What follows belongs to an exercise in optimizing a design on an open flow for small area, a short achievable clock period and few clock cycles per item; a production flow would make more cautious choices.
Function was not checked in any run shown here: the RTL went through the layout flow alone.
Power figures rest on the tool's default switching activity, not on a simulated workload.

File: design/flow/flow/run.sh
#!/bin/bash
# The standard layout (standard.sh), with Yosys's adder-cell mapping turned off so
# that ABC maps the adders and comparators as plain logic. Registers are unchanged.
set -euo pipefail
bash standard.sh ADDER_MAP_FILE= finish > make_finish.log 2>&1
File: design/flow/standard.sh
#!/bin/bash
# synth_recipe.tcl (not shown) runs the flow's synth.tcl, then flattens the netlist and writes it again
# the make line also repeats each setting of config.mk as NAME=value (left out here)
make -C /OpenROAD-flow-scripts/flow DESIGN_CONFIG=/design/flow/config.mk WORK_HOME=/design/flow/orfs CLKGATE_MAP_FILE= SYNTH_SCRIPT=/design/flow/synth_recipe.tcl "${@:-finish}"
File: design/flow/config.mk
export PLATFORM = sky130hd
export DESIGN_NAME = file_transfer_sector_splitter
export DESIGN_NICKNAME = file_transfer_sector_splitter
export VERILOG_FILES = /design/flow/design.v
export SDC_FILE = /design/flow/constraint.sdc
export NUM_CORES = 4
export LEC_CHECK = 0
export ABC_CLOCK_PERIOD_IN_PS = 2500
export CAP_MARGIN = 20
export CORE_MARGIN = 2
export CORE_UTILIZATION = 40
export SETUP_SLACK_MARGIN = 2.5
export SLEW_MARGIN = 20
File: design/flow/constraint.sdc
create_clock -name core_clock -period 5.5 [get_ports {aclk}]
set_input_delay 1.1000 -clock core_clock [delete_from_list [all_inputs] [get_ports {aclk}]]
set_output_delay 1.1000 -clock core_clock [all_outputs]
set_load 0.01 [all_outputs]
File: design/flow/design.v
package ftss_pkg;
    localparam int FTSS_SECTOR_BYTES      = 512;
    localparam int FTSS_FILE_SECTOR_LIMIT = 32;
    localparam int FTSS_QUEUE_DEPTH       = 2;
    localparam int STATUS_W = 3;
    localparam int FILE_W   = 16;
    localparam int OFFSET_W = 9;
    localparam int COUNT_W  = 10;
    localparam int ADDR_W   = 4;
    typedef enum logic [STATUS_W-1:0] {
        ST_CHUNK   = 3'd0,
        ST_EMPTY   = 3'd1,
        ST_NOSPACE = 3'd2,
        ST_BADPOS  = 3'd3,
        ST_ERASED  = 3'd4
    } status_t;
    typedef enum logic [1:0] {
        REG_ERASED = 2'd0,
        REG_SPF    = 2'd1,
        REG_MAIN   = 2'd2,
        REG_BACKUP = 2'd3
    } reg_index_t;
endpackage
import ftss_pkg::*;
module file_transfer_sector_splitter
#(
    parameter int SECTOR_BYTES      = FTSS_SECTOR_BYTES,
    parameter int FILE_SECTOR_LIMIT = FTSS_FILE_SECTOR_LIMIT
) (
    input  logic                aclk,
    input  logic                aresetn,
    input  logic                psel,
    input  logic                penable,
    input  logic                pwrite,
    input  logic [ADDR_W-1:0]   paddr,
    input  logic [31:0]         pwdata,
    output logic [31:0]         prdata,
    output logic                pready,
    input  logic                s_valid,
    output logic                s_ready,
    input  logic                s_req_type,
    input  logic [FILE_W-1:0]   s_file_index,
    input  logic signed [31:0]  s_position,
    input  logic [31:0]         s_transfer_length,
    output logic                m_valid,
    input  logic                m_ready,
    output logic [STATUS_W-1:0] m_status,
    output logic [31:0]         m_physical_sector,
    output logic [OFFSET_W-1:0] m_sector_offset,
    output logic [COUNT_W-1:0]  m_chunk_bytes,
    output logic                m_last
);
    logic        erased_reg;
    logic [5:0]  spf_reg;
    logic [31:0] main_reg;
    logic [31:0] backup_reg;
    logic        cfg_write;
    logic [1:0]  cfg_index;
    assign pready    = 1'b1;
    assign cfg_write = psel && penable && pwrite;
    assign cfg_index = paddr[3:2];
    always_ff @(posedge aclk) begin
        if (!aresetn) begin
            erased_reg <= 1'b0;
            spf_reg    <= 6'd1;
            main_reg   <= 32'd0;
            backup_reg <= 32'd1;
        end else if (cfg_write) begin
            unique case (cfg_index)
                REG_ERASED: erased_reg <= pwdata[0];
                REG_SPF:    spf_reg    <= pwdata[5:0];
                REG_MAIN:   main_reg   <= pwdata;
                REG_BACKUP: backup_reg <= pwdata;
                default:    erased_reg <= erased_reg;
            endcase
        end
    end
    always_comb begin
        unique case (cfg_index)
            REG_ERASED: prdata = {31'd0, erased_reg};
            REG_SPF:    prdata = {26'd0, spf_reg};
            REG_MAIN:   prdata = main_reg;
            REG_BACKUP: prdata = backup_reg;
            default:    prdata = '0;
        endcase
    end
    logic        m_big, b_big, cfg_lt, cfg_eq, hi_big, hi_edge;
    logic [20:0] lo_c, hi_c, t2_c;
    logic [20:0] t1_reg, t2_reg;
    logic        t1_big_reg, t2_big_reg, t12_reg;
    always_comb begin
        m_big   = |main_reg[31:21];
        b_big   = |backup_reg[31:21];
        cfg_lt  = (m_big == b_big) ? (main_reg[20:0] < backup_reg[20:0]) : b_big;
        cfg_eq  = (m_big == b_big) && (main_reg[20:0] == backup_reg[20:0]);
        lo_c    = cfg_lt ? main_reg[20:0] : backup_reg[20:0];
        hi_c    = cfg_lt ? backup_reg[20:0] : main_reg[20:0];
        hi_big  = m_big || b_big;
        hi_edge = cfg_lt ? (backup_reg[31:21] == 11'd1) : (main_reg[31:21] == 11'd1);
        t2_c    = cfg_eq ? lo_c : hi_c - 21'd1;
    end
    always_ff @(posedge aclk) begin
        t1_reg     <= lo_c;
        t1_big_reg <= m_big && b_big;
        t2_reg     <= t2_c;
        t2_big_reg <= cfg_eq ? (m_big && b_big)
                             : (hi_big && !(hi_edge && (hi_c == 21'd0)));
        t12_reg    <= !t1_big_reg && !t2_big_reg && (t1_reg == t2_reg);
    end
    logic [5:0]          spf_e;
    logic                pos_oob;
    logic [STATUS_W-1:0] in_status;
    logic [15:0]         in_sum;
    logic [14:0]         in_end;
    logic [20:0]         pp0, pp1, pp2, pp3, pp4, pp5;
    logic [41:0]         cs1, cs2, cs3, cs4;
    logic [20:0]         in_s0a, in_s0b;
    function automatic logic [41:0] csa(input logic [20:0] x, input logic [20:0] y,
                                        input logic [20:0] z);
        logic [20:0] sum, cry;
        sum = x ^ y ^ z;
        cry = {((x[19:0] & y[19:0]) | (x[19:0] & z[19:0]) | (y[19:0] & z[19:0])), 1'b0};
        csa = {cry, sum};
    endfunction
    logic                r_valid;
    logic [STATUS_W-1:0] r_status;
    logic [20:0]         r_s0a, r_s0b;
    logic [20:0]         r_s0;
    logic [13:0]         r_pos;
    logic [14:0]         r_end;
    logic                o_take;
    always_comb begin
        spf_e   = spf_reg[5] ? 6'd32 : {1'b0, spf_reg[4:0]};
        pos_oob = (|s_position[30:14]) || ({1'b0, s_position[13:9]} >= spf_e);
        if (erased_reg)
            in_status = ST_ERASED;
        else if (s_position[31])
            in_status = ST_BADPOS;
        else if (pos_oob)
            in_status = s_req_type ? ST_NOSPACE : ST_EMPTY;
        else if (s_transfer_length == 32'd0)
            in_status = ST_EMPTY;
        else
            in_status = ST_CHUNK;
        in_sum = {2'b00, s_position[13:0]} + {1'b0, s_transfer_length[14:0]};
        in_end = ((|s_transfer_length[31:15]) || (in_sum[15:9] >= {1'b0, spf_e}))
               ? {spf_e, 9'd0} : in_sum[14:0];
        pp0 = {5'd0, s_file_index & {16{spf_e[0]}}};
        pp1 = {4'd0, s_file_index & {16{spf_e[1]}}, 1'b0};
        pp2 = {3'd0, s_file_index & {16{spf_e[2]}}, 2'b0};
        pp3 = {2'd0, s_file_index & {16{spf_e[3]}}, 3'b0};
        pp4 = spf_e[5] ? {s_file_index, 5'd0} : {1'd0, s_file_index & {16{spf_e[4]}}, 4'b0};
        pp5 = {16'd0, s_position[13:9]};
        cs1    = csa(pp0, pp1, pp2);
        cs2    = csa(pp3, pp4, pp5);
        cs3    = csa(cs1[20:0], cs1[41:21], cs2[20:0]);
        cs4    = csa(cs3[20:0], cs3[41:21], cs2[41:21]);
        in_s0a = cs4[20:0];
        in_s0b = cs4[41:21];
    end
    assign s_ready = !r_valid || o_take;
    always_ff @(posedge aclk) begin
        if (!aresetn) begin
            r_valid <= 1'b0;
        end else if (s_valid && s_ready) begin
            r_valid <= 1'b1;
        end else if (o_take) begin
            r_valid <= 1'b0;
        end
    end
    always_ff @(posedge aclk) begin
        if (s_valid && s_ready) begin
            r_status <= in_status;
            r_s0a    <= in_s0a;
            r_s0b    <= in_s0b;
            r_pos    <= s_position[13:0];
            r_end    <= in_end;
        end
    end
    logic                o_valid;
    logic [STATUS_W-1:0] o_status;
    logic [21:0]         o_sector;
    logic [8:0]          o_offset;
    logic [9:0]          o_bytes;
    logic [4:0]          o_cnt;      
    logic [8:0]          o_lb;       
    logic                ld_ge1, ld_ge2;
    logic [21:0]         ld_sector;
    logic [4:0]          ld_ke, ld_k0, ld_cnt;
    logic [9:0]          ld_bytes;
    always_comb begin
        r_s0      = r_s0a + r_s0b;
        ld_ge1    = !t1_big_reg && (r_s0 >= t1_reg);
        ld_ge2    = !t2_big_reg && (r_s0 >= t2_reg);
        ld_sector = {1'b0, r_s0} + {20'd0, ld_ge1 && ld_ge2, ld_ge1 ^ ld_ge2};
        ld_ke     = 5'(r_end[14:9] - {5'd0, r_end[8:0] == 9'd0});
        ld_k0     = r_pos[13:9];
        ld_cnt    = ld_ke - ld_k0;
        ld_bytes  = (ld_ke == ld_k0) ? 10'(r_end - {1'b0, r_pos})
                                     : 10'd512 - {1'b0, r_pos[8:0]};
    end
    logic [21:0]         nx_q;
    logic                nx_e1, nx_f1;
    logic [1:0]          nx_inc;
    logic [21:0]         nx_sector;
    always_comb begin
        nx_q      = o_sector + 22'd1;
        nx_e1     = !t1_big_reg && (nx_q == {1'b0, t1_reg});
        nx_f1     = !t2_big_reg && (o_sector == {1'b0, t2_reg});
        nx_inc    = nx_e1 ? (t12_reg ? 2'd3 : 2'd2) : (nx_f1 ? 2'd2 : 2'd1);
        nx_sector = o_sector + {20'd0, nx_inc};
    end
    logic o_done, o_step;
    assign o_done = o_valid && m_ready && (o_cnt == 5'd0);
    assign o_take = !o_valid || o_done;
    assign o_step = o_valid && m_ready && (o_cnt != 5'd0);
    always_ff @(posedge aclk) begin
        if (!aresetn) begin
            o_valid <= 1'b0;
        end else if (o_take) begin
            o_valid <= r_valid;
        end
    end
    always_ff @(posedge aclk) begin
        if (o_take && r_valid) begin
            o_status <= r_status;
            if (r_status == ST_CHUNK) begin
                o_sector <= ld_sector;
                o_offset <= r_pos[8:0];
                o_bytes  <= ld_bytes;
                o_cnt    <= ld_cnt;
                o_lb     <= r_end[8:0];
            end else begin
                o_sector <= '0;
                o_offset <= '0;
                o_bytes  <= '0;
                o_cnt    <= '0;
            end
        end else if (o_step) begin
            o_sector <= nx_sector;
            o_offset <= '0;
            o_bytes  <= (o_cnt == 5'd1) ? {o_lb == 9'd0, o_lb} : 10'd512;
            o_cnt    <= o_cnt - 5'd1;
        end
    end
    assign m_valid           = o_valid;
    assign m_status          = o_status;
    assign m_physical_sector = {10'd0, o_sector};
    assign m_sector_offset   = o_offset;
    assign m_chunk_bytes     = o_bytes;
    assign m_last            = (o_cnt == 5'd0);
endmodule
==> results of run 1 <==
==> power groups by stage <==
| stage | Sequential, uW | Clock [uW] | Combinational [uW] |
|---|---|---|---|
| after floorplan | 2280 | 0 | 1390 |
| after global placement | 2420 | 0 | 1760 |
| after detailed placement | 2430 | 0 | 1790 |
| after CTS | 2350 | 2120 | 2230 |
| after global routing | 2360 | 2200 | 2860 |
| final | 2350 | 2090 | 2670 |
==> kinds of logic after synthesis <==
logic type / Yosys count
adder cells (fa/ha/maj): 50
AO/OA/AOI/OAI: 571
flip-flops: 247
other: 2
multiplexers: 56
XOR/XNOR: 316
AND/OR/NAND/NOR: 823
buffers and inverters: 214
==> repair_timing <==
item / CTS / global route
cloned: 5 / 4
endpoints found under the hold margin: 0 / 0
pin swaps: 81 / 138
buffers inserted: 139 / 94
gates resized for setup: 385 / 307
setup endpoints to repair: 175 / 117
==> worst max-delay path, delay by kind of cell (launching register included) <==
kind                      cells  cell delay, ns
xor gates and xnor gates      2            0.60
DFF                           1            0.50
buffers and inverters         2            0.30
and+or+nand+nor               2            0.66
AOI/OAI and AO/OA             8            1.94
==> per-layer routing <==
metal	GRT usage	up-vias
met5	0	-
li1	-	8900
met2	0.392	606
met3	0.0244	99
met1	0.332	8955
met4	0.0732	0
==> cell usage after synthesis (22+ instances only) <==
cell type	instances
sky130_fd_sc_hd__nand3_1	49
sky130_fd_sc_hd__a31oi_1	29
sky130_fd_sc_hd__nand2b_1	29
sky130_fd_sc_hd__nor2b_1	60
sky130_fd_sc_hd__nor2_1	151
sky130_fd_sc_hd__a21oi_1	120
sky130_fd_sc_hd__nor3_1	45
sky130_fd_sc_hd__dfxtp_1	118
sky130_fd_sc_hd__o21ai_0	91
sky130_fd_sc_hd__maj3_1	50
sky130_fd_sc_hd__a21boi_0	69
sky130_fd_sc_hd__o22ai_1	37
sky130_fd_sc_hd__o211ai_1	29
sky130_fd_sc_hd__inv_1	57
sky130_fd_sc_hd__edfxtp_1	129
sky130_fd_sc_hd__and2_1	22
sky130_fd_sc_hd__clkbuf_1	114
sky130_fd_sc_hd__xnor2_1	219
sky130_fd_sc_hd__nand2_1	319
sky130_fd_sc_hd__mux2i_1	36
sky130_fd_sc_hd__nor4_1	36
sky130_fd_sc_hd__xor2_1	92
sky130_fd_sc_hd__nand4_1	28
==> layout make-up <==
type	instances	area, um^2
multi-input combinational	1828	14100
clock buffer	33	771
tap	607	759
inverter	57	220
sequential	247	6330
fill	4037	19800
timing repair buffer	469	4440
clock inverter	17	263
==> per-stage QoR <==
step / std cells / util
CTS: 3160 / 0.539
global placement: 2966 / 0.467
detailed placement: 2966 / 0.467
global route: 3258 / 0.576
floorplan: 2288 / -
finish: 3258 / 0.576
==> path summary, 6_finish.rpt <==
kind              depth (start not counted)            to  slack (ns)         from
setup / recovery                         14  o_sector[19]        1.28     r_s0a[7]
hold / removal                            0   o_status[2]        0.46  r_status[2]
setup reg to reg                         14  o_sector[19]        1.28     r_s0a[7]
hold reg to reg                           0   o_status[2]        0.46  r_status[2]
==> run summary, run 1 <==
Clocking
CTS built an H-tree with a depth of 1. The number of hold-repair buffers added at the cts stage is 0. The maximum number of buffers from clock root to sink is 3.

The root buffer cell is sky130_fd_sc_hd__clkbuf_16. The clock tree from TritonCTS is yes. Clock tree synthesis inserted a total of 27 buffers. The worst-skew pair later-pin latency is 0.59 ns. The tree built by TritonCTS fans out to 247 sinks. The CTS clock-pin slew for the worst setup and hold paths is 0.06 ns.

Timing
The final critical delay including setup and external delays is 4.22 ns. The final count of hold timing violations is 0. Across the routed clock network, the largest skew measured is 0.0303 ns. In this run the tightest slew margin relative to its limit is 0.312.

Hold timing on the final database bottoms out at a slack of 0.458 ns. The final count of pins violating max slew is 0. In the post-route analysis, the smallest setup slack over all paths is 1.28 ns. Derived from the worst setup path, the maximum achievable clock frequency is 237 MHz.

Setup repair after global routing could not meet its margin everywhere. The sum of negative setup slack is 0 ns. The slew of the pin with the lowest slew margin is 1.02 ns. Of the available clock period, the critical path in the final layout requires 0.768. Setup violations remaining at the end of the flow were counted as 0.

Die
The number of top-level pins is 214. The floorplan step defined a core boundary enclosing 46700 um^2. The floorplan row count is 79. The y dimension of the die is 222 um.

The die span in x is 222 um. The floorplan step defined a die boundary enclosing 49200 um^2. The initial core utilization is 0.407.

Logic synthesis
For this run, the number of Yosys warnings is 1. The xor and xnor area share after synthesis is 0.148. The multiplexer fraction of the synthesized cell area is 0.0315. Of the total synthesized cell area, the portion taken by full adders, half adders and majority gates is 0.0264. In this run, distinct cell masters in the synthesized netlist total 102. Of the total synthesized cell area, the portion taken by AND, OR, NAND and NOR gates is 0.208.

The top cell type by total area after synthesis is sky130_fd_sc_hd__edfxtp_1. The cell area after technology mapping is 19000 um^2. The post-synthesis compound-gate area fraction is 0.210.

The mean cell area of the mapped netlist is 8.33 um^2. By area the synthesized netlist is led by sky130_fd_sc_hd__edfxtp_1, sky130_fd_sc_hd__dfxtp_1, sky130_fd_sc_hd__xnor2_1, sky130_fd_sc_hd__nand2_1, sky130_fd_sc_hd__xor2_1. The sequential cell area fraction in the yosys report is 0.329. The dominant register cell in the synthesized netlist is sky130_fd_sc_hd__edfxtp_1. After synthesis the netlist holds a flip-flop and latch count of 247. The fraction of synthesis flops using an asynchronous set or reset pin is 0.

After technology mapping, the gate count stands at 2279. The synthesized design contains 129 enable-type register cells. After synthesis, the largest family of logic cells by area is compound AO/OA/AOI/OAI gates. Of the post-synthesis cell area, the dominant cell type holds 0.204.

Pwr
Dividing total power by cell area gives a power density of 265 nW/um^2. The design draws 7120 uW. The share of total power dissipated in combinational logic is 0.376. Of the total power, registers draw 0.331. The share of total power in the clock network is 0.294.

The largest vdd supply drop is 196 uV. Internal power comes to 4700 uW. In this run the power spent charging and discharging nets is 2420 uW. Of the total power, the share spent switching nets is 0.340. In this run the static leakage power is 0.00962 uW.

Global routing
The first global-routing pass estimated 95.3 mm of wire. The pin count of the biggest net entering global routing is 74. The initial antenna violation count came to 0. For this run, the total global-route usage over all layers was measured as 0.239. The number of global-route vias before repair is 17300.

The remaining global-route overflow is 0.

Final layout
The final layout contains 2754 nets. After routing the design area is 26900 um^2. 0 antenna diodes ended up in the layout. The layout cell share with drive strength beyond 1 is 0.288. Relative to the synthesized area, the layout overhead comes to 41.7%. Leaving out fill and tap cells, the most frequent cells in the layout are sky130_fd_sc_hd__nand2_1, sky130_fd_sc_hd__buf_4, sky130_fd_sc_hd__xnor2_1, sky130_fd_sc_hd__clkdlybuf4s50_1, sky130_fd_sc_hd__edfxtp_1. Leaving out fill and tap cells, the most frequent cell in the layout is sky130_fd_sc_hd__nand2_1.

Route
The length of routed wiring on met1 is 28.0 mm. Wire segments on met2 add up to 30.4 mm in the final route. The count of TritonRoute iterations in the first routing pass is 17.

The overall routed net length is 64.0 mm. The highest metal layer with signal wires is met4. The wire length on met3 is 3.62 mm. After the first detailed-routing iteration, the DRC count stood at 1252. The final antenna-violating net count is 0.

After detailed routing, the number of remaining DRC violations is 0. Dividing the detail-routed wire length by the instance count gives 19.6 um. The total vias in the final route is 18600. The average via count per standard cell is 5.70.

Critical path
The most numerous cell type found on the critical path is sky130_fd_sc_hd__a211oi_2. The class of the most critical setup path is reg2reg. The worst setup path is captured at a flop. Among all stages on the critical path, the largest delay is contributed by sky130_fd_sc_hd__nor4_1. STA classifies the critical path startpoint as a flop. The data required time at the worst endpoint is 5.83 ns.

The data arrival at the endpoint of the critical path is 4.56 ns. The maximum fanout along the worst path is 7. The largest single stage delay on the critical path is 0.52 ns. The signal on the critical path passes through xnor2_4, nor4_1, a211oi_2, xnor2_2, nand2_2, a2111oi_4, a211oi_2, o2111a_2, o41ai_4, a21oi_4, buf_12, buf_4, a41o_1, a32o_1.

Place
At the end of routability-driven placement, the weighted congestion stood at 0.899. Port buffering added 200 buffers. Once placement finished, the instance area stood at 21800 um^2. The total half-perimeter wirelength after legalization and detailed placement is 43.6 mm. At the placement stage, the worst setup path has a slack of 0.736 ns.

Run status
The run finished with no timing, DRC or antenna violations.

Hold path
The class of the tightest hold or removal check is reg2reg.

Flow run
The count of maximum capacitance violations is 0.
==> inputs of run 2 (changes only) <==
--- a/design/flow/design.v
+++ b/design/flow/design.v
@@ -86,24 +86,25 @@
     end
-    logic        m_big, b_big, cfg_lt, cfg_eq, hi_big, hi_edge;
-    logic [20:0] lo_c, hi_c, t2_c;
-    logic [20:0] t1_reg, t2_reg;
-    logic        t1_big_reg, t2_big_reg, t12_reg;
-    always_comb begin
-        m_big   = |main_reg[31:21];
-        b_big   = |backup_reg[31:21];
-        cfg_lt  = (m_big == b_big) ? (main_reg[20:0] < backup_reg[20:0]) : b_big;
-        cfg_eq  = (m_big == b_big) && (main_reg[20:0] == backup_reg[20:0]);
-        lo_c    = cfg_lt ? main_reg[20:0] : backup_reg[20:0];
-        hi_c    = cfg_lt ? backup_reg[20:0] : main_reg[20:0];
+    logic        m_big, b_big, cfg_lt, cfg_eq, lo_big, hi_big;
+    logic [21:0] lo_c, hi_c, lo_m1_c, hi_m1_c;
+    logic [21:0] lo_m1_reg, t2_reg;
+    logic        lo_m1_big_reg, lo_z_reg, t2_big_reg, t12_reg;
+    always_comb begin
+        m_big   = |main_reg[31:22];
+        b_big   = |backup_reg[31:22];
+        cfg_lt  = (m_big == b_big) ? (main_reg[21:0] < backup_reg[21:0]) : b_big;
+        cfg_eq  = main_reg == backup_reg;
+        lo_c    = cfg_lt ? main_reg[21:0]  : backup_reg[21:0];
+        hi_c    = cfg_lt ? backup_reg[21:0] : main_reg[21:0];
+        lo_big  = m_big && b_big;
         hi_big  = m_big || b_big;
-        hi_edge = cfg_lt ? (backup_reg[31:21] == 11'd1) : (main_reg[31:21] == 11'd1);
-        t2_c    = cfg_eq ? lo_c : hi_c - 21'd1;
-    end
-    always_ff @(posedge aclk) begin
-        t1_reg     <= lo_c;
-        t1_big_reg <= m_big && b_big;
-        t2_reg     <= t2_c;
-        t2_big_reg <= cfg_eq ? (m_big && b_big)
-                             : (hi_big && !(hi_edge && (hi_c == 21'd0)));
-        t12_reg    <= !t1_big_reg && !t2_big_reg && (t1_reg == t2_reg);
+        lo_m1_c = lo_c - 22'd1;
+        hi_m1_c = hi_c - 22'd1;
+    end
+    always_ff @(posedge aclk) begin
+        lo_m1_reg     <= lo_m1_c;
+        lo_m1_big_reg <= lo_big;
+        lo_z_reg      <= !lo_big && (lo_c == 22'd0);
+        t2_reg        <= cfg_eq ? lo_c : hi_m1_c;
+        t2_big_reg    <= hi_big;
+        t12_reg       <= cfg_eq || (!hi_big && (hi_m1_c == lo_c));
     end
@@ -113,3 +114,2 @@
     logic [15:0]         in_sum;
-    logic [14:0]         in_end;
     logic [20:0]         pp0, pp1, pp2, pp3, pp4, pp5;
@@ -129,2 +129,4 @@
     logic [13:0]         r_pos;
+    logic [15:0]         r_sum;
+    logic                r_big;
     logic [14:0]         r_end;
@@ -145,4 +147,2 @@
         in_sum = {2'b00, s_position[13:0]} + {1'b0, s_transfer_length[14:0]};
-        in_end = ((|s_transfer_length[31:15]) || (in_sum[15:9] >= {1'b0, spf_e}))
-               ? {spf_e, 9'd0} : in_sum[14:0];
         pp0 = {5'd0, s_file_index & {16{spf_e[0]}}};
@@ -176,3 +176,4 @@
             r_pos    <= s_position[13:0];
-            r_end    <= in_end;
+            r_sum    <= in_sum;
+            r_big    <= |s_transfer_length[31:15];
         end
@@ -187,3 +188,3 @@
     logic                ld_ge1, ld_ge2;
-    logic [21:0]         ld_sector;
+    logic [21:0]         ld_sector, ld_s1, ld_s2;
     logic [4:0]          ld_ke, ld_k0, ld_cnt;
@@ -192,5 +193,8 @@
         r_s0      = r_s0a + r_s0b;
-        ld_ge1    = !t1_big_reg && (r_s0 >= t1_reg);
-        ld_ge2    = !t2_big_reg && (r_s0 >= t2_reg);
-        ld_sector = {1'b0, r_s0} + {20'd0, ld_ge1 && ld_ge2, ld_ge1 ^ ld_ge2};
+        r_end     = (r_big || (r_sum[15:9] >= {1'b0, spf_e})) ? {spf_e, 9'd0} : r_sum[14:0];
+        ld_ge1    = lo_z_reg || (!lo_m1_big_reg && ({1'b0, r_s0} > lo_m1_reg));
+        ld_ge2    = !t2_big_reg && ({1'b0, r_s0} >= t2_reg);
+        ld_s1     = {1'b0, r_s0} + 22'd1;
+        ld_s2     = {1'b0, r_s0} + 22'd2;
+        ld_sector = ld_ge2 ? ld_s2 : (ld_ge1 ? ld_s1 : {1'b0, r_s0});
         ld_ke     = 5'(r_end[14:9] - {5'd0, r_end[8:0] == 9'd0});
@@ -201,3 +205,2 @@
     end
-    logic [21:0]         nx_q;
     logic                nx_e1, nx_f1;
@@ -206,5 +209,4 @@
     always_comb begin
-        nx_q      = o_sector + 22'd1;
-        nx_e1     = !t1_big_reg && (nx_q == {1'b0, t1_reg});
-        nx_f1     = !t2_big_reg && (o_sector == {1'b0, t2_reg});
+        nx_e1     = !lo_m1_big_reg && (o_sector == lo_m1_reg);
+        nx_f1     = !t2_big_reg && (o_sector == t2_reg);
         nx_inc    = nx_e1 ? (t12_reg ? 2'd3 : 2'd2) : (nx_f1 ? 2'd2 : 2'd1);
--- a/design/flow/config.mk
+++ b/design/flow/config.mk
@@ -11,3 +11,3 @@
 export CORE_UTILIZATION = 40
-export SETUP_SLACK_MARGIN = 2.5
+export SETUP_SLACK_MARGIN = 2.0
 export SLEW_MARGIN = 20
==> run 2 against run 1 <==
  * Non-clock buffer count shrank 56
  * Combinational power grew 27%
  * Die area grew 3.9%
  * Largest power group unchanged
  * Clock power shrank 5%
  * Fmax shrank 2.4%
  * Global-route usage grew 0.71 points
  * Clock skew shrank 0.020 ns
  * Sequential power grew 11%
  * Wire length grew 3.5%
  * Synthesized cell count grew 2.7%
  * Design area shrank 1.1%
  * Total power grew 12%
==> run summary, run 2 <==
Run status
The flow ran to the end and the layout has no timing, DRC or antenna violations.

Critical path
The element type at the critical path end is a flop. The data arrival at the endpoint of the critical path was 4.66 ns (+0.10 ns). Tracing the worst setup path back leads to its startpoint at r_s0b[5].

The worst setup path endpoint is o_sector[15]. The buffer and inverter count on the worst path is 1 (-1). The startpoint identified for the worst register-to-register timing path is r_s0b[5]. The longest individual stage delay on the worst path is 0.56 ns (+0.04 ns).

The critical path goes through xnor2_2, or4_4, a221oi_4, or2_1, a221oi_1, or4_4, nor4_2, o31a_1, nor3_2, o41a_1, buf_6, o211ai_2, mux2i_1, a311o_1. The cell count of the worst reg-to-reg path was 14 (unchanged). The cell depth of the worst setup path is 14 (unchanged). The dominant cell type by count on the critical path is sky130_fd_sc_hd__or4_4. The data required time at the worst endpoint is 5.83 ns (about the same). The cell class contributing the biggest share of worst-path delay is simple AND/OR/NAND/NOR gates.

The endpoint of the worst-slack reg-to-reg timing path is o_sector[15]. The critical path in this run is classified as reg2reg. STA classifies the critical path startpoint as a flop. The cell type of the slowest stage on the worst timing path is sky130_fd_sc_hd__or4_4. The maximum fanout along the worst path is 9 (+2). The worst setup slack for register-to-register paths was 1.17 ns (-0.11 ns).

Final layout
The count of antenna diodes in the layout is 0 (unchanged). The fill cell instance count of the final layout is 4380 (+8.5%). The post-route non-filler standard cell count is 3325 (+2.1%). The area growth from synthesis to layout is 34.8%.

The post-route standard cell area excluding fillers came to 26600 um^2 (-1.1%). The total area of sequential cells was 6460 um^2 (+2.1%). The post-route core utilization is 0.544 (-0.0320). The layout cell share with drive strength beyond 1 is 0.221 (-0.0676). The number of nets in the final layout is 2761 (+0.25%).

The top cell types in the final layout, fill and taps aside, are sky130_fd_sc_hd__nand2_1, sky130_fd_sc_hd__xnor2_1, sky130_fd_sc_hd__clkdlybuf4s50_1, sky130_fd_sc_hd__buf_4, sky130_fd_sc_hd__nor2_1. The most common cell after layout, fill and taps aside is sky130_fd_sc_hd__nand2_1. The area taken by multi-input logic gates is 14100 um^2 (+0.12%).

Die
The floorplan core area was 48800 um^2 (+4.7%). The y dimension of the die is 226 um (+1.9%). The initial core utilization came to 0.404 (-0.00283).

The floorplan row count was 81 (+2.5%). The die outline area is 51100 um^2 (+3.9%). The number of top-level pins came to 214 (unchanged). The die span in x is 226 um (+1.9%).

Clocking
The maximum number of buffers from clock root to sink came to 3 (unchanged). In this run the clock root is driven by a sky130_fd_sc_hd__clkbuf_16. The depth of the CTS H-tree is 1 (unchanged). The clock net sink count came to 253 (+2.4%).

The clock tree from TritonCTS is yes. The worst-skew pair later-pin latency came to 0.58 ns (about the same). The number of buffers inserted during clock tree synthesis is 30 (+11%). The CTS clock-pin slew for the worst setup and hold paths came to 0.07 ns (about the same).

Place
The instance area at placement is 22500 um^2 (+3.5%). The instance count after placement with tap cells included is 3100 (+4.5%). The global placement routability congestion came to 0.933 (+3.8%). The total half-perimeter wirelength after legalization and detailed placement is 47.0 mm (+7.8%).

The count of input and output buffers is 200 (unchanged).

Timing
The final count of hold timing violations came to 0 (unchanged). The worst slew margin relative to its limit came to 0.306 (-0.00612). The final-report setup violation count came to 0 (unchanged). The final worst clock skew is 0.0101 ns (-0.0202 ns).

The sum of negative setup slack is 0 ns (unchanged). The upper clock frequency limit is 231 MHz (-2.4%). The slew of the pin with the lowest slew margin is 1.04 ns (+0.0221 ns). Setup repair after global routing could not meet its margin everywhere. The final clock period utilization by the worst path is 0.787 (+0.0192). The final count of pins violating max slew came to 0 (unchanged). The final critical delay including setup and external delays is 4.33 ns (+0.106 ns).

Global routing
The global-route total usage across every layer is 0.246 (+0.00709). The remaining global-route overflow is 0 (unchanged). The pin count of the biggest net entering global routing is 74 (unchanged). The initial antenna violation count is 2 (+2). The wire length of the first global-routing pass was 99.5 mm (+4.4%).

The number of global-route vias before repair is 17900 (+3.5%).

Hold path
In this run the worst hold path is classified as reg2reg. The hold-critical path depth is 0 (unchanged).

Logic synthesis
The number of warning messages in the yosys log is 1 (unchanged). The mean cell area of the mapped netlist is 8.43 um^2 (+1.3%). The share of the synthesized area in the top cell type is 0.201 (-0.00324).

The number of unique standard cell types used by synthesis is 103 (+0.98%). The dominant register cell in the synthesized netlist is sky130_fd_sc_hd__edfxtp_1. The most repeated cell in the gate-level netlist after synthesis is sky130_fd_sc_hd__nand2_1. The commonest cells after synthesis are sky130_fd_sc_hd__nand2_1, sky130_fd_sc_hd__xnor2_1, sky130_fd_sc_hd__nor2_1, sky130_fd_sc_hd__edfxtp_1, sky130_fd_sc_hd__dfxtp_1.

The number of instances in the synthesized netlist came to 2340 (+2.7%). The register bit count reported by yosys was 253 (+2.4%). The fraction of synthesis flops using an asynchronous set or reset pin is 0 (unchanged). The top cell type by total area after synthesis is sky130_fd_sc_hd__edfxtp_1.

The number of enable-type register cells in the synthesized netlist is 132 (+2.3%). The sequential cell area fraction in the yosys report came to 0.324 (-0.00496). In the post-synthesis netlist, the biggest area contributors are sky130_fd_sc_hd__edfxtp_1, sky130_fd_sc_hd__dfxtp_1, sky130_fd_sc_hd__xnor2_1, sky130_fd_sc_hd__nand2_1, sky130_fd_sc_hd__xor2_1.

The cell area after technology mapping was 19700 um^2 (+4.0%).

Pwr
The total leakage power is 0.00951 uW (-1.0%). The cell-internal power came to 5080 uW (+8.1%). The sequential share of power is 0.327 (-0.004). The switching power share of the total was 0.364 (+0.0241).

The share of total power in the clock network is 0.248 (-0.046). The combinational group share of total power is 0.425 (+0.049). The switching power summed over all nets came to 2900 uW (+20%). The largest vdd supply drop is 231 uV (+18%). The power per cell area is 300 nW/um^2 (+13%).

Route
The count of TritonRoute iterations in the first routing pass is 7 (-10). The residual DRC count is 0 (unchanged). The final antenna-violating net count was 0 (unchanged). The starting DRC count in detailed routing was 1330 (+6.2%).

The total vias in the final route is 18700 (+0.82%). The average via count per standard cell is 5.63 (-1.2%). The per-cell routed wire length is 19.9 um (+1.4%). The overall routed net length is 66.2 mm (+3.5%).

Flow run
The count of maximum capacitance violations is 0 (unchanged).
## run 2: layout make-up
cell class | count | share of cell area
inverters | 69 | 0.00988
multi-input cells | 1870 | 0.531
clock buffers | 42 | 0.0315
clock inverters | 14 | 0.00508
well taps | 664 | 0.0312
repair buffers | 413 | 0.148
flip-flops and latches | 253 | 0.243
## run 2: stage by stage
stage	setup slack, ns	hold WS, ns	power [uW]
after CTS	1.21	0.446	7620
after detailed placement	0.439	0.432	5130
after floorplan	1.21	0.418	4320
after global placement	0.460	0.433	5090
final	1.17	0.445	7980
after global routing	1.02	0.457	8310
## run 2: kinds of logic after synthesis
kind of cell | Yosys count | synth area share
xor gates and xnor gates | 366 | 0.168
other | 2 | 0.000381
adders and majority gates | 66 | 0.0339
muxes | 76 | 0.0400
and+or+nand+nor | 837 | 0.205
DFF | 253 | 0.324
buffers and inverters | 226 | 0.0469
AOI/OAI and AO/OA | 514 | 0.182
## run 2: worst min path at each step
stage	from	endpoint	slack, ns
after floorplan	r_status[1]	o_status[1]	0.42
after global placement	r_status[2]	o_status[2]	0.43
after detailed placement	r_status[0]	o_status[0]	0.43
after CTS	r_status[0]	o_status[0]	0.45
after global routing	r_status[2]	o_status[2]	0.46
final	r_status[0]	o_status[0]	0.44
## run 2: routing by layer
| metal | share of wire | global-route usage | routed length, um | vias to the layer above |
|---|---|---|---|---|
| li1 | - | - | - | 8889 |
| met1 | 0.43 | 0.323 | 28200 | 9060 |
| met2 | 0.49 | 0.421 | 32200 | 636 |
| met3 | 0.061 | 0.0333 | 4030 | 128 |
| met4 | 0.028 | 0.0711 | 1860 | 0 |
| met5 | 0 | 0 | 0 | - |
## run 2: repair_timing
item                                    4_1_cts  5_1_grt
hold buffers                                  0        0
endpoints found under the setup margin      111      105
buffers inserted                            106       60
gates cloned                                  1        2
pin swaps                                    85       95
resized for setup                           260      168
## run 2: worst reg2reg max path: stages, from the launching register on
cell and delay [ns]:
sky130_fd_sc_hd__edfxtp_1 0.47, sky130_fd_sc_hd__xnor2_2 0.22, sky130_fd_sc_hd__or4_4 0.54, sky130_fd_sc_hd__a221oi_4 0.36, sky130_fd_sc_hd__or2_1 0.16, sky130_fd_sc_hd__a221oi_1 0.05, sky130_fd_sc_hd__or4_4 0.56, sky130_fd_sc_hd__nor4_2 0.25
sky130_fd_sc_hd__o31a_1 0.20, sky130_fd_sc_hd__nor3_2 0.07, sky130_fd_sc_hd__o41a_1 0.46, sky130_fd_sc_hd__buf_6 0.19, sky130_fd_sc_hd__o211ai_2 0.18, sky130_fd_sc_hd__mux2i_1 0.10, sky130_fd_sc_hd__a311o_1 0.27
## run 2: power by group through the flow
stage	Sequential, uW	Combinational, uW	Clock, uW
2_1_floorplan	2490	1820	0
3_3_place_gp	2640	2450	0
3_5_place_dp	2650	2480	0
4_1_cts	2600	3000	2010
5_1_grt	2630	3600	2080
6_report	2610	3390	1980
==> inputs of run 3 (changes only) <==
--- a/design/flow/config.mk
+++ b/design/flow/config.mk
@@ -7,7 +7,5 @@
 export LEC_CHECK = 0
-export ABC_CLOCK_PERIOD_IN_PS = 2500
 export CAP_MARGIN = 20
 export CORE_MARGIN = 2
-export CORE_UTILIZATION = 40
-export SETUP_SLACK_MARGIN = 2.0
+export CORE_UTILIZATION = 60
 export SLEW_MARGIN = 20
==> run 3 against run 2 <==
  * Combinational power fell by 29%
  * Largest power group is now sequential cells
  * Via count decreased by 4.0%
  * Design area decreased by 14%
  * Largest cell class unchanged
  * Clock power down 9%
  * Worst setup slack got worse by 0.81 ns
  * Clock skew is 0.0046 ns higher
  * Sequential power about the same
  * Count of clock-buffer cells in the layout shrank 1
  * Area after synthesis did not move
  * Worst hold slack got worse by 0.0060 ns
  * Die area down 33%
==> run summary, run 3 <==
Run status
The run finished with no timing, DRC or antenna violations.

Critical path
The critical path goes through xnor2_1, nor4_1, nand3_1, o211ai_2, maj3_1, xor2_1, inv_1, maj3_1, a31oi_1, o2bb2ai_1, buf_4, o21ai_4, nor3_1, a311o_1. The longest individual stage delay on the worst path was 0.68 ns (+0.12 ns). The most numerous cell type found on the critical path is sky130_fd_sc_hd__maj3_1.

The maximum fanout along the worst path is 10 (+1). The cell count of the worst reg-to-reg path is 14 (unchanged). Tracing the worst setup path back leads to its startpoint at r_s0a[13]. The data required time at the worst endpoint is 5.81 ns (-0.02 ns). The element type at the critical path end is a flop. The cell type of the slowest stage on the worst timing path is sky130_fd_sc_hd__xor2_1. The buffer and inverter count on the worst path is 2 (+1).

The cell depth of the worst setup path is 14 (unchanged). The nature of the critical path startpoint is a flop. The data arrival at the endpoint of the critical path was 5.45 ns (+0.79 ns). The critical path is of the reg2reg type. The worst register-to-register path begins at r_s0a[13]. The cell class contributing the biggest share of worst-path delay is compound AO/OA/AOI/OAI gates.

Hold path
In this run the most critical hold path is launched from r_status[0]. The path class of the tightest hold or removal check is reg2reg. The hold-critical path depth was 0 (unchanged).

Place
The instance area at placement is 22100 um^2 (-1.9%). The count of input and output buffers was 200 (unchanged). The total half-perimeter wirelength after legalization and detailed placement is 43.3 mm (-7.8%).

The instance count after placement with tap cells included is 2889 (-6.8%). The global placement routability congestion is 0.941 (+0.85%).

Pwr
The total leakage power is 0.00805 uW (-15%). The combinational group share of total power is 0.355 (-0.070). The switching power summed over all nets is 2390 uW (-18%). The power per cell area was 296 nW/um^2 (-1.3%). The cell-internal power is 4420 uW (-13%).

The switching power share of the total was 0.351 (-0.0129). The share of total power in the clock network is 0.265 (+0.017). The sequential share of power is 0.380 (+0.053).

The largest vdd supply drop is 243 uV (+5.4%).

Clocking
TritonCTS built the clock tree. The number of buffers added for setup after CTS is 0 (-100%). The maximum number of buffers from clock root to sink is 3 (unchanged). The post-cts resize count is 0 (-100%). The CTS clock-pin slew for the worst setup and hold paths is 0.06 ns (about the same). The worst-skew pair later-pin latency was 0.55 ns (-0.03 ns). The root buffer cell is sky130_fd_sc_hd__clkbuf_16. The number of buffers inserted during clock tree synthesis was 28 (-6.7%). The clock net sink count is 253 (unchanged). The number of hold-repair buffers added at the cts stage was 0 (unchanged). The depth of the CTS H-tree is 1 (unchanged).

Final layout
The layout cell share with drive strength beyond 1 was 0.0680 (-0.153). The count of antenna diodes in the layout is 0 (unchanged). The total area of sequential cells is 6390 um^2 (-1.1%). The number of nets in the final layout was 2601 (-5.8%). The post-route non-filler standard cell count came to 2941 (-12%). The fill cell instance count of the final layout came to 2581 (-41%). The most common cell after layout, fill and taps aside is sky130_fd_sc_hd__nand2_1. The area growth from synthesis to layout is 16.5%. The area taken by multi-input logic gates was 12500 um^2 (-12%). The top cell types in the final layout, fill and taps aside, are sky130_fd_sc_hd__nand2_1, sky130_fd_sc_hd__xnor2_1, sky130_fd_sc_hd__clkdlybuf4s50_1, sky130_fd_sc_hd__nor2_1, sky130_fd_sc_hd__edfxtp_1. The post-route standard cell area excluding fillers is 23000 um^2 (-14%).

Global routing
The pin count of the biggest net entering global routing is 75 (+1.4%). The initial antenna violation count was 2 (unchanged). The number of global-route vias before repair is 16500 (-7.9%). The remaining global-route overflow is 0 (unchanged). The wire length of the first global-routing pass is 87.7 mm (-12%).

The global-route total usage across every layer is 0.319 (+0.0726).

Timing
The minimum hold slack was 0.439 ns (-0.00601 ns). The final count of pins violating max slew is 0 (unchanged). The slew of the pin with the lowest slew margin was 1.24 ns (+0.198 ns).

The final-report setup violation count came to 0 (unchanged). Setup repair after global routing left no endpoint under its margin. The final count of hold timing violations is 0 (unchanged). The worst slew margin relative to its limit is 0.168 (-0.138). The upper clock frequency limit was 194 MHz (-16%). The final worst clock skew came to 0.0147 ns (+0.00465 ns). The final clock period utilization by the worst path came to 0.935 (+0.148). The final critical delay including setup and external delays is 5.14 ns (+0.814 ns).

Logic synthesis
The sequential cell area fraction in the yosys report is 0.324 (unchanged). The number of warning messages in the yosys log is 1 (unchanged). The cell area after technology mapping was 19700 um^2 (unchanged).

By area the synthesized netlist is led by sky130_fd_sc_hd__edfxtp_1, sky130_fd_sc_hd__dfxtp_1, sky130_fd_sc_hd__xnor2_1, sky130_fd_sc_hd__nand2_1, sky130_fd_sc_hd__xor2_1. The most repeated cell in the gate-level netlist after synthesis is sky130_fd_sc_hd__nand2_1. The number of unique standard cell types used by synthesis is 103 (unchanged). sky130_fd_sc_hd__edfxtp_1 takes more of the synthesized area than any other cell. The number of enable-type register cells in the synthesized netlist is 132 (unchanged). In the synthesized netlist the dominant register cell turns out to be sky130_fd_sc_hd__edfxtp_1.

The mean cell area of the mapped netlist was 8.43 um^2 (unchanged). The share of the synthesized area in the top cell type is 0.201 (unchanged). The fraction of synthesis flops using an asynchronous set or reset pin came to 0 (unchanged).

The register bit count reported by yosys came to 253 (unchanged). The commonest cells after synthesis are sky130_fd_sc_hd__nand2_1, sky130_fd_sc_hd__xnor2_1, sky130_fd_sc_hd__nor2_1, sky130_fd_sc_hd__edfxtp_1, sky130_fd_sc_hd__dfxtp_1. The number of instances in the synthesized netlist is 2340 (unchanged).

Route
The per-cell routed wire length is 19.1 um (-4.3%). The overall routed net length is 56.1 mm (-15%). The total vias in the final route is 18000 (-4.0%). The count of TritonRoute iterations in the first routing pass is 5 (-2). The final antenna-violating net count is 0 (unchanged).

The starting DRC count in detailed routing came to 1430 (+7.5%). The average via count per standard cell is 6.11 (+8.5%). The residual DRC count is 0 (unchanged).

Die
The y dimension of the die is 185 um (-18%). The floorplan row count is 66 (-19%). The die outline area is 34400 um^2 (-33%). The number of top-level pins is 214 (unchanged).

The die span in x was 185 um (-18%). The floorplan core area was 32500 um^2 (-34%). The initial core utilization came to 0.608 (+0.204).

Flow run
The count of maximum capacitance violations is 0 (unchanged).
run 3: cell counts after synthesis:
No cell type changed its count.
run 3: layout make-up:
class / count / share of cell area
multi-input combinational: 1870 / 0.543
clock buffer: 41 / 0.0353
timing repair buffer: 255 / 0.105
inverter: 69 / 0.0113
sequential: 253 / 0.278
clock inverter: 11 / 0.00332
tap: 442 / 0.0241
run 3: power groups by stage:
stage | Clock (uW) | Combinational, uW | Sequential (uW)
after floorplan | 0 | 1750 | 2490
after global placement | 0 | 2320 | 2600
after detailed placement | 0 | 2370 | 2610
after CTS | 1820 | 2380 | 2570
after global routing | 1900 | 2620 | 2610
final | 1800 | 2420 | 2590
run 3: cells by family after synthesis:
| family | after synthesis | share of synthesized area |
|---|---|---|
| XOR/XNOR | 366 | 0.168 |
| adder cells (fa/ha/maj) | 66 | 0.0339 |
| AO/OA/AOI/OAI | 514 | 0.182 |
| AND/OR/NAND/NOR | 837 | 0.205 |
| buffers and inverters | 226 | 0.0469 |
| flip-flops | 253 | 0.324 |
| other | 2 | 0.000381 |
| multiplexers | 76 | 0.0400 |
run 3: stage by stage:
| stage | total power, uW | worst slack [ns] | TNS [ns] | utilization |
|---|---|---|---|---|
| detailed placement | 4980 | -0.00156 | -0.00156 | 0.681 |
| floorplan | 4240 | 0.730 | 0 | - |
| finish | 6800 | 0.357 | 0 | 0.708 |
| global route | 7120 | 0.0780 | 0 | 0.708 |
| CTS | 6780 | 0.467 | 0 | 0.708 |
| global placement | 4920 | 0.0945 | 0 | 0.681 |
run 3: final timing paths:
| path | end | slack [ns] |
|---|---|---|
| setup reg to reg | o_sector[7] | 0.36 |
| hold reg to reg | o_status[0] | 0.44 |
| setup / recovery | o_sector[7] | 0.36 |
| hold / removal | o_status[0] | 0.44 |
run 3: layer usage:
| metal | track usage | vias to the layer above | part of all wire |
|---|---|---|---|
| met5 | 0 | - | 0.00061 |
| met4 | 0.0895 | 2 | 0.026 |
| met3 | 0.0419 | 92 | 0.080 |
| met2 | 0.512 | 719 | 0.46 |
| met1 | 0.449 | 8571 | 0.43 |
| li1 | - | 8574 | - |

==> what the ideal ports hide <==
No port has a modelled driver above. Below, the same layouts with a new extraction and two added sets of constraints. Step 1, drivers: a clkbuf_16 drives aclk and a buf_2 each remaining input, both assumed. Step 2 times the ports against the registers' clock, not the clock port: input delays grow and output delays shrink by t, the midpoint of the rising clock arrivals with the driver on. Three values: no drivers, after step 1, after step 2; two values: the first two.
| run | t, ns | setup slack, ns | clock arrival spread, ns | worst register clock-pin slew, ns |
|---|---|---|---|---|
| run 1 | 0.627 | 1.276 / 1.276 / 1.276 | 0.030 / 0.031 | 0.07 / 0.07 |
| run 2 | 0.627 | 1.170 / 1.170 / 0.969 | 0.012 / 0.012 | 0.07 / 0.07 |
| run 3 | 0.601 | 0.357 / 0.357 / -0.008 | 0.016 / 0.016 | 0.06 / 0.06 |
With both steps, setup timing fails in run 3, where it was met with ideal ports. The setup slack of run 3, which loses most, moves by 0.000 ns with the drivers and by -0.365 ns with both steps.
